This design comes from an exercise in tuning for small area on the open sky130 flow, not from production work. In this exercise RTL edits were held to simulation tests only and were not proved equivalent to the original. No activity file was given, so power comes from the tool's default toggle rates.

--- flow/config.mk ---
export PLATFORM = sky130hd
export DESIGN_NAME = axi_dma_mc_sched
export DESIGN_NICKNAME = axi_dma_mc_sched
export VERILOG_FILES = /design/flow/design.v
export SDC_FILE = /design/flow/constraint.sdc
export NUM_CORES = 4
export LEC_CHECK = 0
export CAP_MARGIN = 20
export CORE_MARGIN = 2
export CORE_UTILIZATION = 40
export SLEW_MARGIN = 20
--- flow/run.sh ---
#!/bin/bash
# synth_recipe.tcl (not shown) runs the flow's synth.tcl, then flattens the netlist and writes it again
# the make line also repeats each setting of config.mk as NAME=value (left out here)
make -C /OpenROAD-flow-scripts/flow DESIGN_CONFIG=/design/flow/config.mk WORK_HOME=/design/flow/orfs CLKGATE_MAP_FILE= SYNTH_SCRIPT=/design/flow/synth_recipe.tcl finish
--- flow/constraint.sdc ---
create_clock -name core_clock -period 9.0 [get_ports {clk}]
set_input_delay 1.8000 -clock core_clock [delete_from_list [all_inputs] [get_ports {clk}]]
set_output_delay 1.8000 -clock core_clock [all_outputs]
set_load 0.01 [all_outputs]
--- flow/design.v ---
module axi_dma_mc_sched #(
  parameter int NUM_CH     = 4,
  parameter int AXI_ADDR_W = 32,
  parameter int AXI_DATA_W = 128,
  parameter int LEN_W      = 24,
  parameter int MAX_BURST  = 16,
  parameter int MAX_OUT    = 8
) (
  input  logic                   clk,
  input  logic                   rst_n,
  input  logic [NUM_CH-1:0]            ch_req_valid,
  output logic [NUM_CH-1:0]            ch_req_ready,
  input  logic [NUM_CH*AXI_ADDR_W-1:0] ch_req_src,
  input  logic [NUM_CH*AXI_ADDR_W-1:0] ch_req_dst,
  input  logic [NUM_CH*LEN_W-1:0]      ch_req_len,
  output logic                         cmd_valid,
  input  logic                         cmd_ready,
  output logic [((NUM_CH > 1) ? $clog2(NUM_CH) : 1)-1:0] cmd_ch,
  output logic [AXI_ADDR_W-1:0]        cmd_src,
  output logic [AXI_ADDR_W-1:0]        cmd_dst,
  output logic [7:0]                   cmd_len,
  output logic                         cmd_last,
  input  logic                         cpl_valid,
  input  logic [((NUM_CH > 1) ? $clog2(NUM_CH) : 1)-1:0] cpl_ch,
  input  logic                         cpl_err,
  output logic [NUM_CH-1:0]      ch_busy,
  output logic [NUM_CH-1:0]      ch_done,
  output logic [NUM_CH-1:0]      ch_err,
  input  logic [NUM_CH-1:0]      intr_en,
  input  logic [NUM_CH-1:0]      intr_clr,
  output logic                   intr_pend,
  output logic                   proto_err
);
  localparam int CH_W  = (NUM_CH > 1) ? $clog2(NUM_CH) : 1;
  localparam int BB    = AXI_DATA_W / 8;
  localparam int OFS_W = $clog2(BB);
  localparam int OUT_W = $clog2(MAX_OUT + 1);
  localparam int BCAP  = (MAX_BURST > 256) ? 256 : MAX_BURST;
  localparam logic [AXI_ADDR_W-1:0] ADDR_MASK = {AXI_ADDR_W{1'b1}} << OFS_W;
  typedef enum logic [1:0] {ST_IDLE = 2'd0, ST_ISSUE = 2'd1, ST_DRAIN = 2'd2} st_e;
  st_e                   state_q [NUM_CH];
  st_e                   state_d [NUM_CH];
  logic [AXI_ADDR_W-1:0] src_q [NUM_CH];
  logic [AXI_ADDR_W-1:0] src_d [NUM_CH];
  logic [AXI_ADDR_W-1:0] dst_q [NUM_CH];
  logic [AXI_ADDR_W-1:0] dst_d [NUM_CH];
  logic [LEN_W-1:0]      rem_q [NUM_CH];
  logic [LEN_W-1:0]      rem_d [NUM_CH];
  logic [OUT_W-1:0]      out_q [NUM_CH];
  logic [OUT_W-1:0]      out_d [NUM_CH];
  logic [NUM_CH-1:0]     err_q, err_d, done_q, done_d, stat_q, stat_d;
  logic                  intr_pend_q, intr_pend_d, proto_err_q, proto_err_d;
  logic [CH_W-1:0]       ptr_q, ptr_d;
  logic                  cmd_valid_q, cmd_valid_d, cmd_last_q, cmd_last_d;
  logic [CH_W-1:0]       cmd_ch_q, cmd_ch_d;
  logic [AXI_ADDR_W-1:0] cmd_src_q, cmd_src_d, cmd_dst_q, cmd_dst_d;
  logic [7:0]            cmd_len_q, cmd_len_d;
  logic [LEN_W-1:0]      req_beats_s [NUM_CH];
  logic [8:0]            beats_s [NUM_CH];
  logic [NUM_CH-1:0]     elig_s, acc_s, iss_s, cpl_hit_s, dec_s, ready_s;
  logic                  gnt_valid_s, load_s, hit_s;
  logic [CH_W-1:0]       gnt_ch_s, idx_s;
  function automatic logic [8:0] burst_beats(input logic [11:0] s, input logic [11:0] d,
                                             input logic [LEN_W-1:0] r);
    logic [12:0] sb, db, c;
    sb = (13'h1000 - {1'b0, s}) >> OFS_W;
    db = (13'h1000 - {1'b0, d}) >> OFS_W;
    c  = 13'(BCAP);
    c  = (sb < c) ? sb : c;
    c  = (db < c) ? db : c;
    c  = (r < LEN_W'(c)) ? 13'(r) : c;
    burst_beats = c[8:0];
  endfunction
  function automatic logic [CH_W-1:0] rr_idx(input logic [CH_W-1:0] p, input int k);
    int s;
    s = int'(p) + k;
    rr_idx = CH_W'((s >= NUM_CH) ? (s - NUM_CH) : s);
  endfunction
  for (genvar i = 0; i < NUM_CH; i++) begin : g_ch
    assign req_beats_s[i] = ch_req_len[i*LEN_W +: LEN_W] >> OFS_W;
    assign beats_s[i]     = burst_beats(src_q[i][11:0], dst_q[i][11:0], rem_q[i]);
    assign elig_s[i]      = (state_q[i] == ST_ISSUE) && (out_q[i] < OUT_W'(MAX_OUT));
    assign acc_s[i]       = (state_q[i] == ST_IDLE) && ch_req_valid[i];
    assign iss_s[i]       = load_s && (gnt_ch_s == CH_W'(i));
    assign cpl_hit_s[i]   = cpl_valid && (cpl_ch == CH_W'(i));
    assign dec_s[i]       = cpl_hit_s[i] && (out_q[i] != {OUT_W{1'b0}});
    assign ready_s[i]     = (state_q[i] == ST_IDLE);
    assign ch_busy[i]     = (state_q[i] != ST_IDLE);
  end
  always_comb begin
    gnt_valid_s = 1'b0;
    gnt_ch_s    = ptr_q;
    idx_s       = ptr_q;
    hit_s       = 1'b0;
    for (int k = 1; k <= NUM_CH; k++) begin
      idx_s       = rr_idx(ptr_q, k);
      hit_s       = !gnt_valid_s && elig_s[idx_s];
      gnt_ch_s    = hit_s ? idx_s : gnt_ch_s;
      gnt_valid_s = gnt_valid_s | hit_s;
    end
    load_s = gnt_valid_s && (!cmd_valid_q || cmd_ready);
  end
  always_comb begin
    ptr_d       = load_s ? gnt_ch_s : ptr_q;
    proto_err_d = proto_err_q | (cpl_valid && ((cpl_hit_s & ~dec_s) != {NUM_CH{1'b0}}));
    for (int i = 0; i < NUM_CH; i++) begin
      state_d[i] = state_q[i];
      src_d[i]   = src_q[i];
      dst_d[i]   = dst_q[i];
      rem_d[i]   = rem_q[i];
      done_d[i]  = 1'b0;
      out_d[i]   = out_q[i] + OUT_W'(iss_s[i]) - OUT_W'(dec_s[i]);
      err_d[i]   = err_q[i] | (dec_s[i] & cpl_err);
      case (state_q[i])
        ST_IDLE: begin
          if (acc_s[i]) begin
            src_d[i] = ch_req_src[i*AXI_ADDR_W +: AXI_ADDR_W] & ADDR_MASK;
            dst_d[i] = ch_req_dst[i*AXI_ADDR_W +: AXI_ADDR_W] & ADDR_MASK;
            rem_d[i] = req_beats_s[i];
            err_d[i] = 1'b0;
            if (req_beats_s[i] == {LEN_W{1'b0}}) begin
              state_d[i] = ST_DRAIN;
              done_d[i]  = 1'b1;
            end else begin
              state_d[i] = ST_ISSUE;
            end
          end else begin
            state_d[i] = ST_IDLE;
          end
        end
        ST_ISSUE: begin
          if (iss_s[i]) begin
            src_d[i]   = src_q[i] + (AXI_ADDR_W'(beats_s[i]) << OFS_W);
            dst_d[i]   = dst_q[i] + (AXI_ADDR_W'(beats_s[i]) << OFS_W);
            rem_d[i]   = rem_q[i] - LEN_W'(beats_s[i]);
            state_d[i] = (rem_q[i] == LEN_W'(beats_s[i])) ? ST_DRAIN : ST_ISSUE;
          end else begin
            state_d[i] = ST_ISSUE;
          end
        end
        ST_DRAIN: begin
          if (done_q[i]) begin
            state_d[i] = ST_IDLE;
          end else if (out_d[i] == {OUT_W{1'b0}}) begin
            done_d[i]  = 1'b1;
          end else begin
            state_d[i] = ST_DRAIN;
          end
        end
        default: state_d[i] = ST_IDLE;
      endcase
      stat_d[i] = (stat_q[i] & ~intr_clr[i]) | done_q[i];
    end
    intr_pend_d = |(stat_d & intr_en);
  end
  always_comb begin
    cmd_valid_d = cmd_valid_q;
    cmd_ch_d    = cmd_ch_q;
    cmd_src_d   = cmd_src_q;
    cmd_dst_d   = cmd_dst_q;
    cmd_len_d   = cmd_len_q;
    cmd_last_d  = cmd_last_q;
    if (load_s) begin
      cmd_valid_d = 1'b1;
      cmd_ch_d    = gnt_ch_s;
      cmd_src_d   = src_q[gnt_ch_s];
      cmd_dst_d   = dst_q[gnt_ch_s];
      cmd_len_d   = 8'(beats_s[gnt_ch_s] - 9'd1);
      cmd_last_d  = (rem_q[gnt_ch_s] == LEN_W'(beats_s[gnt_ch_s]));
    end else if (cmd_ready) begin
      cmd_valid_d = 1'b0;
    end else begin
      cmd_valid_d = cmd_valid_q;
    end
  end
  always_ff @(posedge clk or negedge rst_n) begin
    if (!rst_n) begin
      for (int i = 0; i < NUM_CH; i++) begin
        state_q[i] <= ST_IDLE;
        src_q[i]   <= {AXI_ADDR_W{1'b0}};
        dst_q[i]   <= {AXI_ADDR_W{1'b0}};
        rem_q[i]   <= {LEN_W{1'b0}};
        out_q[i]   <= {OUT_W{1'b0}};
      end
      err_q       <= {NUM_CH{1'b0}};
      done_q      <= {NUM_CH{1'b0}};
      stat_q      <= {NUM_CH{1'b0}};
      intr_pend_q <= 1'b0;
      proto_err_q <= 1'b0;
      ptr_q       <= {CH_W{1'b0}};
      cmd_valid_q <= 1'b0;
      cmd_ch_q    <= {CH_W{1'b0}};
      cmd_src_q   <= {AXI_ADDR_W{1'b0}};
      cmd_dst_q   <= {AXI_ADDR_W{1'b0}};
      cmd_len_q   <= 8'd0;
      cmd_last_q  <= 1'b0;
    end else begin
      for (int i = 0; i < NUM_CH; i++) begin
        state_q[i] <= state_d[i];
        src_q[i]   <= src_d[i];
        dst_q[i]   <= dst_d[i];
        rem_q[i]   <= rem_d[i];
        out_q[i]   <= out_d[i];
      end
      err_q       <= err_d;
      done_q      <= done_d;
      stat_q      <= stat_d;
      intr_pend_q <= intr_pend_d;
      proto_err_q <= proto_err_d;
      ptr_q       <= ptr_d;
      cmd_valid_q <= cmd_valid_d;
      cmd_ch_q    <= cmd_ch_d;
      cmd_src_q   <= cmd_src_d;
      cmd_dst_q   <= cmd_dst_d;
      cmd_len_q   <= cmd_len_d;
      cmd_last_q  <= cmd_last_d;
    end
  end
  assign ch_req_ready     = ready_s;
  assign cmd_valid        = cmd_valid_q;
  assign cmd_ch           = cmd_ch_q;
  assign cmd_src          = cmd_src_q;
  assign cmd_dst          = cmd_dst_q;
  assign cmd_len          = cmd_len_q;
  assign cmd_last         = cmd_last_q;
  assign ch_done          = done_q;
  assign ch_err           = err_q;
  assign intr_pend        = intr_pend_q;
  assign proto_err        = proto_err_q;
endmodule
==> flow_metrics.env <==
export IMPL_fin_crit_sh=0.926
export IMPL_max_clock_path_buffers=3
export IMPL_clk_latency_ns=0.66
export IMPL_max_slew_margin=0.226
export IMPL_grtUsageTotal=0.315
export IMPL_rsz0062_at_grt="no"
export IMPL_drive_gt1_frac=0.0569
export IMPL_cpMostUsedCell="ha_1"
export IMPL_cp_max_fo=25
export IMPL_coreArea_mm2=0.0821
export IMPL_ys_seq_area_frac=0.322
export IMPL_grt_pass1_vias=31700
export IMPL_io_pins=465
export IMPL_cts_tree="built"
export IMPL_cap_violations=0
export IMPL_fin_setup_tns_ns=0
export IMPL_cpPeakStageDelay_ns=0.56
export IMPL_die_y_um=292
export IMPL_ys_ff_latch=427
export IMPL_fillers=8027
export IMPL_ys_warn_count=13
export IMPL_dpl_cell_count=5642
export IMPL_drv_slew=0
export IMPL_vias_per_cell=5.96
export IMPL_area_growth_synth_to_final_pct=22.1
export IMPL_ctsHoldBuffers=0
export IMPL_setup_viol=0
export IMPL_cts_htree_levels=2
export IMPL_dp_hpwl_um=107000
export IMPL_max_freq_mhz=120
export IMPL_critPathRequiredTime_ns=9.54
export IMPL_die_x_um=292
export IMPL_cts_buffers=55
export IMPL_drtIter0Drc=3721
export IMPL_synthCells=4305
export IMPL_hp_class="reg2reg"
export IMPL_worstMarginPinSlew_ns=1.14
export IMPL_stdcell_count=5747
export IMPL_die_area_mm2=0.0853
export IMPL_routed_wl_um=138000
export IMPL_fin_crit_ns=8.33
export IMPL_crit_type="reg2reg"
export IMPL_clock_skew_ns=0.0675
export IMPL_synth_async_reset_ratio=1.00
export IMPL_grt_max_degree=144
export IMPL_power_frac_comb=0.682
export IMPL_firstDrtPassIters=7
export IMPL_rows=105
export IMPL_via_count=34200
export IMPL_clockPowerShare=0.123
export IMPL_worst_ir_drop_vdd_uv=280
export IMPL_start_util=0.404
export IMPL_hold_violations=0
export IMPL_grt_antenna_before_repair=2
export IMPL_power_leakage_uw=0.0174
export IMPL_port_buffers=416
export IMPL_seqPwrFrac=0.195
export IMPL_start_kind="register"
export IMPL_synth_edf_count=0
export IMPL_mostFrequentLayoutCell="nand2_1"
export IMPL_cp_arrival_ns=8.88
export IMPL_ys_types=98
export IMPL_switchingPower_uw=10200
export IMPL_ant_nets=0
export IMPL_swShare=0.531
export IMPL_cts_root_buf="clkbuf_16"
export IMPL_mostFrequentLayoutCells="nand2_1, a21oi_1, dfrtp_1"
export IMPL_grt_overflow_total=0
export IMPL_endpoint_kind="register"
export IMPL_drc_errors=0
export IMPL_grt_pass1_wl_um=204000
export IMPL_ys_dominant_reg_cell="dfrtp_1"
export IMPL_syn_area_per_cell_um2=7.71
export IMPL_gp_congestion=0.980
export IMPL_p_per_area_mw_per_mm2=473
export IMPL_syn_area_mm2=0.0332
export IMPL_final_util=0.494
export IMPL_clock_sinks=427
export IMPL_outcome="complete, no violations"
export IMPL_postCtsSetupBuffers=0
export IMPL_intPower_uw=9000
export IMPL_wl_per_cell_um=24.0
export IMPL_clkTransAtPathRegs_ns=0.06
export IMPL_crit_slowest_cell="or4_1"
export IMPL_fin_nets=5219
-- worst max-delay path: cells and delay by family, from the launching register on --
family / cells / cell delay [ns]
AO/OA/AOI/OAI: 12 / 2.87
adder cells (fa/ha/maj): 4 / 1.19
buffers and inverters: 4 / 0.78
flip-flops: 1 / 0.43
AND/OR/NAND/NOR: 10 / 2.95
-- per-layer routing --
metal  part of all wire  routed length (µm)  GRT usage
met5                  0                   0          0
met3              0.077               10700     0.0454
met4              0.049                6710      0.138
met1               0.44               60800      0.447
met2               0.43               60000      0.475
-- final cells by class --
class | count | area [µm²] | area share
Inverter | 229 | 860 | 0.0212
Multi-Input combinational cell | 3415 | 20900 | 0.515
Clock buffer | 83 | 1650 | 0.0408
Clock inverter | 21 | 265 | 0.00655
Timing Repair Buffer | 501 | 4860 | 0.120
Sequential cell | 427 | 10700 | 0.264
Tap cell | 1070 | 1340 | 0.0330
Antenna cell | 1 | 2.50 | 0.0000618
-- power groups by stage --
stage	sequential, µW	clock, µW	combinational (µW)
after global routing	3840	2460	14500
after CTS	3700	2380	12900
final	3750	2350	13100
after detailed placement	3720	0	12800
after floorplan	3370	0	8910
after global placement	3720	0	12700
-- flip-flops by register name, indices dropped and copies added (netlist names) --
register     cells
dst_q          112
src_q          112
rem_q           96
cmd_dst_q       29
cmd_src_q       28
out_q           16
cmd_len_q        8
state_q          8
done_q           4
err_q            4
stat_q           4
ptr_q            2
cmd_last_q       1
cmd_valid_q      1
intr_pend_q      1
proto_err_q      1
-- cells in the mapped netlist (10+ instances only) --
master,count,area [µm²]
mux2_2,23,259
and3_1,76,475
ha_1,203,2540
o21ai_0,284,1420
mux2i_1,39,390
xnor2_1,86,753
or2_2,10,62.6
o2bb2ai_1,16,140
clkbuf_1,204,766
a21oi_1,447,2240
nand3_1,194,971
o21a_1,28,210
a31oi_1,56,350
nor4_1,45,282
o211ai_1,30,225
a211oi_1,45,338
o22ai_1,78,488
nor2b_1,35,219
a2bb2oi_1,13,114
buf_1,32,120
o21bai_1,37,278
fa_1,16,320
nor3_1,80,400
dfrtp_1,427,10700
a311oi_1,12,105
o21ai_1,17,85.1
nand2b_1,24,150
nor3b_1,23,173
xor2_1,44,385
nor2_1,365,1370
o31ai_1,21,158
or4_1,24,180
nand4_1,40,250
or3_1,38,238
inv_1,229,860
o22a_1,24,210
o32ai_1,13,114
a21o_1,53,398
a22oi_1,18,135
and2_1,30,188
a21boi_0,10,75.1
nand2_1,637,2390
-- path summary, 6_finish.rpt --
path | start | endpoint | slack [ns] | cells after the start
worst min-delay path | proto_err_q | proto_err_q | 0.47 | 1
worst max register to register | src_q[0][4] | rem_q[0][14] | 0.67 | 30
worst max-delay path | src_q[0][4] | rem_q[0][14] | 0.67 | 30
worst min register to register | proto_err_q | proto_err_q | 0.47 | 1
min in group asynchronous | rst_n | stat_q[1] | 1.13 | 1
max in group asynchronous | rst_n | cmd_src_q[13] | 6.60 | 2
-- logic make-up (layout without fill, tap and decap cells) --
kind of cell | after synthesis | in the layout | synth area share
simple gates | 1667 | 1667 | 0.234
fa+ha+maj | 226 | 226 | 0.0883
buf+inv | 478 | 834 | 0.0553
xor+xnor | 130 | 130 | 0.0343
flops | 427 | 427 | 0.322
other cells | 1 | 17 | 0.000113
mux | 65 | 65 | 0.0210
compound gates | 1311 | 1311 | 0.245
-- timing repair --
item	CTS	global route
setup endpoints to repair	0	18
resized for setup	0	4
endpoints found under the hold margin	0	0
-- per-stage QoR --
step           setup slack (ns)  power (µW)  cell area, µm²  hold WS, ns
2_1_floorplan             0.948       12300           33300        0.431
3_3_place_gp              0.579       16400           38600        0.440
3_5_place_dp              0.546       16500           38600        0.451
4_1_cts                   0.530       19000           40500        0.467
5_1_grt                  0.0863       20800           40500        0.491
6_report                  0.669       19200           40500        0.470

==> static timing again, ports no longer ideal <==
How much do the figures lean on ideal ports? The routed layout below was timed once more, with nothing changed but the port constraints. Step 1 assumes that a clkbuf_16 drives the clock port and a buf_2 every other input. Step 2 adds t to the input delays and takes it off the output delays; t is the mean of the earliest and latest rising clock arrival at the registers after step 1. Input paths then give back, and output paths get back, about the clock's delay inside the block. Slacks: ideal / step 1 / step 2; pairs: ideal / step 1.
t (ns): 0.704
setup slack, ns: 0.669 / 0.669 / 0.669
latest minus earliest clock arrival (ns): 0.068 / 0.068
worst data-port slew with drivers (ns): 0.07
After both steps this run still meets setup and hold. For this run, drivers alone change the setup slack by 0.000 ns; drivers and shift together by 0.000 ns.
